What follows belongs to an exercise in optimizing a design on an open flow for small area, a short achievable clock period and few clock cycles; a production flow would make more cautious choices.
The RTL was checked by simulation tests, not by an equivalence proof against the original design.
The flow treats the clock pin as an ideal source, which a real chip does not have.
Power is estimated from default activity; no workload was simulated.

Setup of the baseline:
==> flow/design.v <==
`timescale 1ns/100ps
module priority_queue_top (
    input  logic                  clk,
    input  logic                  reset,
    input  logic                  insert,
    input  logic [32-1:0] insert_data,
    input  logic                  remove,
    output logic                  busy,
    output logic                  full,
    output logic                  empty,
    output logic [32-1:0] data_out,
    output logic                  data_valid
);
    localparam int N = 16;
    localparam int W = 32;
    logic [N-1:0][W-1:0] slot;      
    logic [N-1:0] valid;         
    logic [W-1:0] key_q;         
    logic         ins_q;         
    logic         rem_q;         
    function automatic logic greater(input logic [W-1:0] a, input logic [W-1:0] b);
        logic c;
        c = 1'b0;
        for (int j = 0; j < W; j++) c = (a[j] & ~b[j]) | (a[j] & c) | (~b[j] & c);
        greater = c;
    endfunction
    logic [N-1:0] cmp_q;         
    logic         cmp_key_q;     
    logic [N-1:0] was_hold_q;    
    logic [N-1:0] was_key_q;
    logic [N-1:0] was_up_q;
    logic         was_dn_q;
    logic [N-1:0] gt;
    always_comb begin
        for (int i = 0; i < N; i++) begin
            gt[i] = (was_hold_q[i] & cmp_q[i]) | (was_key_q[i] & cmp_key_q);
            if (i > 0)     gt[i] = gt[i] | (was_up_q[i] & cmp_q[(i+N-1)%N]);
            if (i < N - 1) gt[i] = gt[i] | (was_dn_q & cmp_q[(i+1)%N]);
            else           gt[i] = gt[i] | was_dn_q;
        end
    end
    logic [N-1:0] valid_nx;
    always_comb begin
        valid_nx = valid;
        if (ins_q) valid_nx = {valid[N-2:0], 1'b1};
        if (rem_q) valid_nx = {1'b0, valid[N-1:1]};
    end
    wire ins_ok = insert && !full;
    wire rem_ok = remove && !empty;
    logic [N-1:0] s_hold, s_key, s_up, s_dn;
    always_comb begin
        for (int i = 0; i < N; i++) begin
            s_dn[i]   = rem_q;
            s_key[i]  = ins_q && gt[i] && (i == 0 || !gt[i-1]);
            s_up[i]   = ins_q && gt[i] && i != 0 && gt[i-1];
            s_hold[i] = !rem_q && !(ins_q && gt[i]);
        end
    end
    logic [N-1:0][W-1:0] slot_nx;
    always_comb begin
        for (int i = 0; i < N; i++) begin
            slot_nx[i] = ({W{s_hold[i]}} & slot[i]) | ({W{s_key[i]}} & key_q);
            if (i > 0)     slot_nx[i] = slot_nx[i] | ({W{s_up[i]}} & slot[i-1]);
            if (i < N - 1) slot_nx[i] = slot_nx[i] | ({W{s_dn[i]}} & slot[i+1]);
        end
    end
    always_ff @(posedge clk) begin
        key_q     <= insert_data;
        slot      <= slot_nx;
        was_hold_q <= s_hold;
        was_key_q  <= s_key;
        was_up_q   <= s_up;
        was_dn_q   <= rem_q;
        cmp_key_q <= greater(insert_data, key_q);
        for (int i = 0; i < N; i++) cmp_q[i] <= !valid[i] || greater(insert_data, slot[i]);
    end
    always_ff @(posedge clk) begin
        if (reset) begin
            valid     <= '0;
            ins_q     <= 1'b0;
            rem_q     <= 1'b0;
            full  <= 1'b0;
            empty <= 1'b1;
        end else begin
            valid     <= valid_nx;
            ins_q     <= ins_ok;
            rem_q     <= rem_ok;
            full  <= ins_ok ? valid_nx[N-2] : (!rem_ok && valid_nx[N-1]);
            empty <= !ins_ok && (rem_ok ? !valid_nx[1] : !valid_nx[0]);
        end
    end
    assign busy       = 1'b0;
    assign data_valid = rem_q;
    assign data_out   = slot[0];
endmodule
==> flow/config.mk <==
export PLATFORM = sky130hd
export DESIGN_NAME = priority_queue_top
export DESIGN_NICKNAME = priority_queue_top
export VERILOG_FILES = /design/flow/design.v
export SDC_FILE = /design/flow/constraint.sdc
export NUM_CORES = 4
export LEC_CHECK = 0
export CAP_MARGIN = 20
export CORE_MARGIN = 2
export CORE_UTILIZATION = 55
export CTS_BUF_LIST = sky130_fd_sc_hd__clkbuf_4 sky130_fd_sc_hd__clkbuf_8
export CTS_CLUSTER_SIZE = 20
export PLACE_DENSITY = 0.7
export SETUP_SLACK_MARGIN = 3.3
export SLEW_MARGIN = 20
==> flow/constraint.sdc <==
create_clock -name core_clock -period 6.0 [get_ports {clk}]
set_input_delay 1.2000 -clock core_clock [delete_from_list [all_inputs] [get_ports {clk}]]
set_output_delay 1.2000 -clock core_clock [all_outputs]
set_load 0.01 [all_outputs]
standard.sh (not shown) runs the stock make flow with config.mk's settings and CLKGATE_MAP_FILE= SYNTH_SCRIPT=/design/flow/synth_recipe.tcl, a recipe that flattens the netlist after the stock synthesis.
==> flow/flow/run.sh <==
#!/bin/bash
# Standard layout, with the delay cells kept out of port buffering and timing repair.
set -euo pipefail
bash standard.sh synth > synth.log 2>&1
export DONT_USE_CELLS="sky130_fd_sc_hd__clkdlybuf4s15_1 sky130_fd_sc_hd__clkdlybuf4s15_2 sky130_fd_sc_hd__clkdlybuf4s18_1 sky130_fd_sc_hd__clkdlybuf4s18_2 sky130_fd_sc_hd__clkdlybuf4s25_1 sky130_fd_sc_hd__clkdlybuf4s25_2 sky130_fd_sc_hd__clkdlybuf4s50_1 sky130_fd_sc_hd__clkdlybuf4s50_2 sky130_fd_sc_hd__dlygate4sd1_1 sky130_fd_sc_hd__dlygate4sd2_1 sky130_fd_sc_hd__dlygate4sd3_1 sky130_fd_sc_hd__dlymetal6s2s_1 sky130_fd_sc_hd__dlymetal6s4s_1 sky130_fd_sc_hd__dlymetal6s6s_1"
export BUFFER_PORTS_ARGS="-buffer_cell sky130_fd_sc_hd__buf_4"
bash standard.sh finish > finish.log 2>&1
Both conditions hold for the baseline: the flow ran to the end and the final layout passed the timing, DRC and antenna checks.
Testbench counts of the baseline, summed over its fixed seeds: cycles 3,600.
--- input diff the baseline..the candidate ---
==> flow/design.v, changed modules only <==
module priority_queue_top (
    input  logic                  clk,
    input  logic                  reset,
    input  logic                  insert,
    input  logic [32-1:0] insert_data,
    input  logic                  remove,
    output logic                  busy,
    output logic                  full,
    output logic                  empty,
    output logic [32-1:0] data_out,
    output logic                  data_valid
);
    localparam int N = 16;
    localparam int W = 32;
    logic [N-1:0][W-1:0] slot;      
    logic [N-1:0] valid;         
    logic [W-1:0] key_q;         
    logic         ins_q;         
    logic         rem_q;         
    function automatic logic greater(input logic [W-1:0] a, input logic [W-1:0] b);
        logic c;
        c = 1'b0;
        for (int j = 0; j < W; j++) c = (a[j] & ~b[j]) | (a[j] & c) | (~b[j] & c);
        greater = c;
    endfunction
    logic [N-1:0] cmp_q;         
    logic         cmp_key_q;     
    logic [N-1:0] gt_q;          
    logic         was_ins_q;     
    logic         was_rem_q;     
    logic [N-1:0] gt;
    always_comb begin
        for (int i = 0; i < N; i++) begin
            if (was_rem_q) begin
                gt[i] = (i == N - 1) ? 1'b1 : cmp_q[(i+1)%N];
            end else if (was_ins_q && gt_q[i]) begin
                gt[i] = (i == 0 || !gt_q[(i+N-1)%N]) ? cmp_key_q : cmp_q[(i+N-1)%N];
            end else begin
                gt[i] = cmp_q[i];
            end
        end
    end
    logic [N-1:0] valid_nx;
    always_comb begin
        valid_nx = valid;
        if (ins_q) valid_nx = {valid[N-2:0], 1'b1};
        if (rem_q) valid_nx = {1'b0, valid[N-1:1]};
    end
    wire ins_ok = insert && !full;
    wire rem_ok = remove && !empty;
    logic [N-1:0] s_hold, s_key, s_up, s_dn;
    always_comb begin
        for (int i = 0; i < N; i++) begin
            s_dn[i]   = rem_q;
            s_key[i]  = ins_q && gt[i] && (i == 0 || !gt[i-1]);
            s_up[i]   = ins_q && gt[i] && i != 0 && gt[i-1];
            s_hold[i] = !rem_q && !(ins_q && gt[i]);
        end
    end
    logic [N-1:0][W-1:0] slot_nx;
    always_comb begin
        for (int i = 0; i < N; i++) begin
            slot_nx[i] = ({W{s_hold[i]}} & slot[i]) | ({W{s_key[i]}} & key_q);
            if (i > 0)     slot_nx[i] = slot_nx[i] | ({W{s_up[i]}} & slot[i-1]);
            if (i < N - 1) slot_nx[i] = slot_nx[i] | ({W{s_dn[i]}} & slot[i+1]);
        end
    end
    always_ff @(posedge clk) begin
        key_q     <= insert_data;
        slot      <= slot_nx;
        gt_q      <= gt;
        cmp_key_q <= greater(insert_data, key_q);
        for (int i = 0; i < N; i++) cmp_q[i] <= !valid[i] || greater(insert_data, slot[i]);
    end
    always_ff @(posedge clk) begin
        if (reset) begin
            valid     <= '0;
            ins_q     <= 1'b0;
            rem_q     <= 1'b0;
            was_ins_q <= 1'b0;
            was_rem_q <= 1'b0;
            full  <= 1'b0;
            empty <= 1'b1;
        end else begin
            valid     <= valid_nx;
            ins_q     <= ins_ok;
            rem_q     <= rem_ok;
            was_ins_q <= ins_q;
            was_rem_q <= rem_q;
            full  <= ins_ok ? valid_nx[N-2] : (!rem_ok && valid_nx[N-1]);
            empty <= !ins_ok && (rem_ok ? !valid_nx[1] : !valid_nx[0]);
        end
    end
    assign busy       = 1'b0;
    assign data_valid = rem_q;
    assign data_out   = slot[0];
endmodule
==> run notes <==
- The candidate: full flow OK, the timing, DRC and antenna checks passed
- Delta (the candidate minus the baseline): utilization after layout went up 1.2 points, total met3 wirelength after detailed routing went up 10000 um, cell count went down 773.
- The baseline → the candidate: full die area fell 4.2%; post-route total power fell 0.00064 W.
Testbench counts of the candidate, summed over its fixed seeds: cycles 3,600.

========
job 103:
Starts from the design.v that is shown in full above.
==> flow/config.mk <==
export PLATFORM = sky130hd
export DESIGN_NAME = priority_queue_top
export DESIGN_NICKNAME = priority_queue_top
export VERILOG_FILES = /design/flow/design.v
export SDC_FILE = /design/flow/constraint.sdc
export NUM_CORES = 4
export LEC_CHECK = 0
export CAP_MARGIN = 20
export CORE_MARGIN = 2
export CORE_UTILIZATION = 45
export CTS_BUF_LIST = sky130_fd_sc_hd__clkbuf_4 sky130_fd_sc_hd__clkbuf_8
export CTS_CLUSTER_SIZE = 20
export PLACE_DENSITY = 0.6
export SETUP_SLACK_MARGIN = 3.3
export SLEW_MARGIN = 20
==> flow/constraint.sdc <==
create_clock -name core_clock -period 6.0 [get_ports {clk}]
set_input_delay 1.2000 -clock core_clock [delete_from_list [all_inputs] [get_ports {clk}]]
set_output_delay 1.2000 -clock core_clock [all_outputs]
set_load 0.01 [all_outputs]
==> flow/flow/run.sh <==
#!/bin/bash
# Standard layout, with the delay cells kept out of port buffering and timing repair,
# and long wires buffered after clock tree synthesis (flow/post_cts.tcl).
set -euo pipefail
bash standard.sh synth > synth.log 2>&1
export DONT_USE_CELLS="sky130_fd_sc_hd__clkdlybuf4s15_1 sky130_fd_sc_hd__clkdlybuf4s15_2 sky130_fd_sc_hd__clkdlybuf4s18_1 sky130_fd_sc_hd__clkdlybuf4s18_2 sky130_fd_sc_hd__clkdlybuf4s25_1 sky130_fd_sc_hd__clkdlybuf4s25_2 sky130_fd_sc_hd__clkdlybuf4s50_1 sky130_fd_sc_hd__clkdlybuf4s50_2 sky130_fd_sc_hd__dlygate4sd1_1 sky130_fd_sc_hd__dlygate4sd2_1 sky130_fd_sc_hd__dlygate4sd3_1 sky130_fd_sc_hd__dlymetal6s2s_1 sky130_fd_sc_hd__dlymetal6s4s_1 sky130_fd_sc_hd__dlymetal6s6s_1"
export POST_CTS_TCL="$PWD/flow/post_cts.tcl"
export BUFFER_PORTS_ARGS="-buffer_cell sky130_fd_sc_hd__buf_4"
bash standard.sh finish > finish.log 2>&1
==> flow/flow/post_cts.tcl <==
# Extra repair after clock tree synthesis: buffer long wires, then repair
# setup again with the placement parasitics.
estimate_parasitics -placement
repair_design -max_wire_length 200 -verbose
detailed_placement
estimate_parasitics -placement
repair_timing -setup -setup_margin $::env(SETUP_SLACK_MARGIN) -repair_tns 100 -verbose
detailed_placement
check_placement -verbose
Testbench counts of job 103, summed over its fixed seeds: cycles 3,600.
Modified inputs, job 104 compared to job 103
-- flow/design.v --
<<< job 103, line 27
    logic [N-1:0] cmp_q;         
    logic         cmp_key_q;     
    logic [N-1:0] was_hold_q;    
    logic [N-1:0] was_key_q;
    logic [N-1:0] was_up_q;
    logic         was_dn_q;
    logic [N-1:0] gt;
    always_comb begin
        for (int i = 0; i < N; i++) begin
            gt[i] = (was_hold_q[i] & cmp_q[i]) | (was_key_q[i] & cmp_key_q);
            if (i > 0)     gt[i] = gt[i] | (was_up_q[i] & cmp_q[(i+N-1)%N]);
            if (i < N - 1) gt[i] = gt[i] | (was_dn_q & cmp_q[(i+1)%N]);
            else           gt[i] = gt[i] | was_dn_q;
        end
    end
>>> job 104, line 27
    logic [N-1:0] cmp_q;         
    logic         cmp_key_q;     
    logic [N-1:0] gt_q;          
    logic         was_ins_q;     
    logic         was_rem_q;     
    logic [N-1:0] gt;
    always_comb begin
        for (int i = 0; i < N; i++) begin
            if (was_rem_q) begin
                gt[i] = (i == N - 1) ? 1'b1 : cmp_q[(i+1)%N];
            end else if (was_ins_q && gt_q[i]) begin
                gt[i] = (i == 0 || !gt_q[(i+N-1)%N]) ? cmp_key_q : cmp_q[(i+N-1)%N];
            end else begin
                gt[i] = cmp_q[i];
            end
        end
    end
<<< job 103, line 68
        key_q     <= insert_data;
        slot      <= slot_nx;
        was_hold_q <= s_hold;
        was_key_q  <= s_key;
        was_up_q   <= s_up;
        was_dn_q   <= rem_q;
        cmp_key_q <= greater(insert_data, key_q);
        for (int i = 0; i < N; i++) cmp_q[i] <= !valid[i] || greater(insert_data, slot[i]);
>>> job 104, line 70
        key_q     <= insert_data;
        slot      <= slot_nx;
        gt_q      <= gt;
        cmp_key_q <= greater(insert_data, key_q);
        for (int i = 0; i < N; i++) cmp_q[i] <= !valid[i] || greater(insert_data, slot[i]);
<<< job 103, line 80
            ins_q     <= 1'b0;
            rem_q     <= 1'b0;
            full  <= 1'b0;
            empty <= 1'b1;
>>> job 104, line 79
            ins_q     <= 1'b0;
            rem_q     <= 1'b0;
            was_ins_q <= 1'b0;
            was_rem_q <= 1'b0;
            full  <= 1'b0;
            empty <= 1'b1;
<<< job 103, line 86
            ins_q     <= ins_ok;
            rem_q     <= rem_ok;
            full  <= ins_ok ? valid_nx[N-2] : (!rem_ok && valid_nx[N-1]);
            empty <= !ins_ok && (rem_ok ? !valid_nx[1] : !valid_nx[0]);
>>> job 104, line 87
            ins_q     <= ins_ok;
            rem_q     <= rem_ok;
            was_ins_q <= ins_q;
            was_rem_q <= rem_q;
            full  <= ins_ok ? valid_nx[N-2] : (!rem_ok && valid_nx[N-1]);
            empty <= !ins_ok && (rem_ok ? !valid_nx[1] : !valid_nx[0]);
==> comparison <==
- Worst setup path endpoint: cmp_key_q$_DFF_P_ -> job 104, cmp_q[10]$_DFF_P_ -> job 103
- Relative to job 103, the slew at the pin with the worst max-slew slack of job 104 is lower by 0.039 ns.
- Job 104 vs. job 103: count of plain and timing-repair buffers in the layout moved up; longest individual stage delay on the worst path dropped 0.15 ns; maximum clock skew at final layout rose by 0.027 ns; total power divided by cell area went down about 0.75%.
- Compared to job 103, the number of flip-flops in job 104 is lower.
- Job 104: all stages complete, timing, DRC and antenna checks passed
Testbench counts of job 104, summed over its fixed seeds: cycles 3,600.

==> afterwards: timing with drivers on the ports <==
How much do the figures lean on ideal ports? The routed layouts below were timed once more, with nothing changed but the port constraints. Step 1 assumes that a clkbuf_16 drives the clock port and a buf_2 every other input. Step 2, shift: input delay + t, output delay - t, t = (earliest + latest rising clock arrival at the registers) / 2. This alone moves slack from input paths to output paths. Three values: ideal, step 1, step 2; two values: the first two.
run | t (ns) | setup WS [ns] | clock arrival spread, ns | pins driven straight from the clock port
the baseline | 0.784 | 3.170 / 3.209 / 2.425 | 0.030 / 0.030 | 1
the candidate | 0.806 | 3.014 / 2.917 / 2.111 | 0.049 / 0.049 | 1
job 103 | 0.798 | 3.273 / 3.308 / 2.510 | 0.060 / 0.060 | 1
job 104 | 0.807 | 3.239 / 3.247 / 2.439 | 0.079 / 0.079 | 1
After both steps every run listed still meets setup and hold. For the candidate, which loses most, drivers alone change the setup slack by -0.097 ns; drivers and shift together by -0.903 ns.
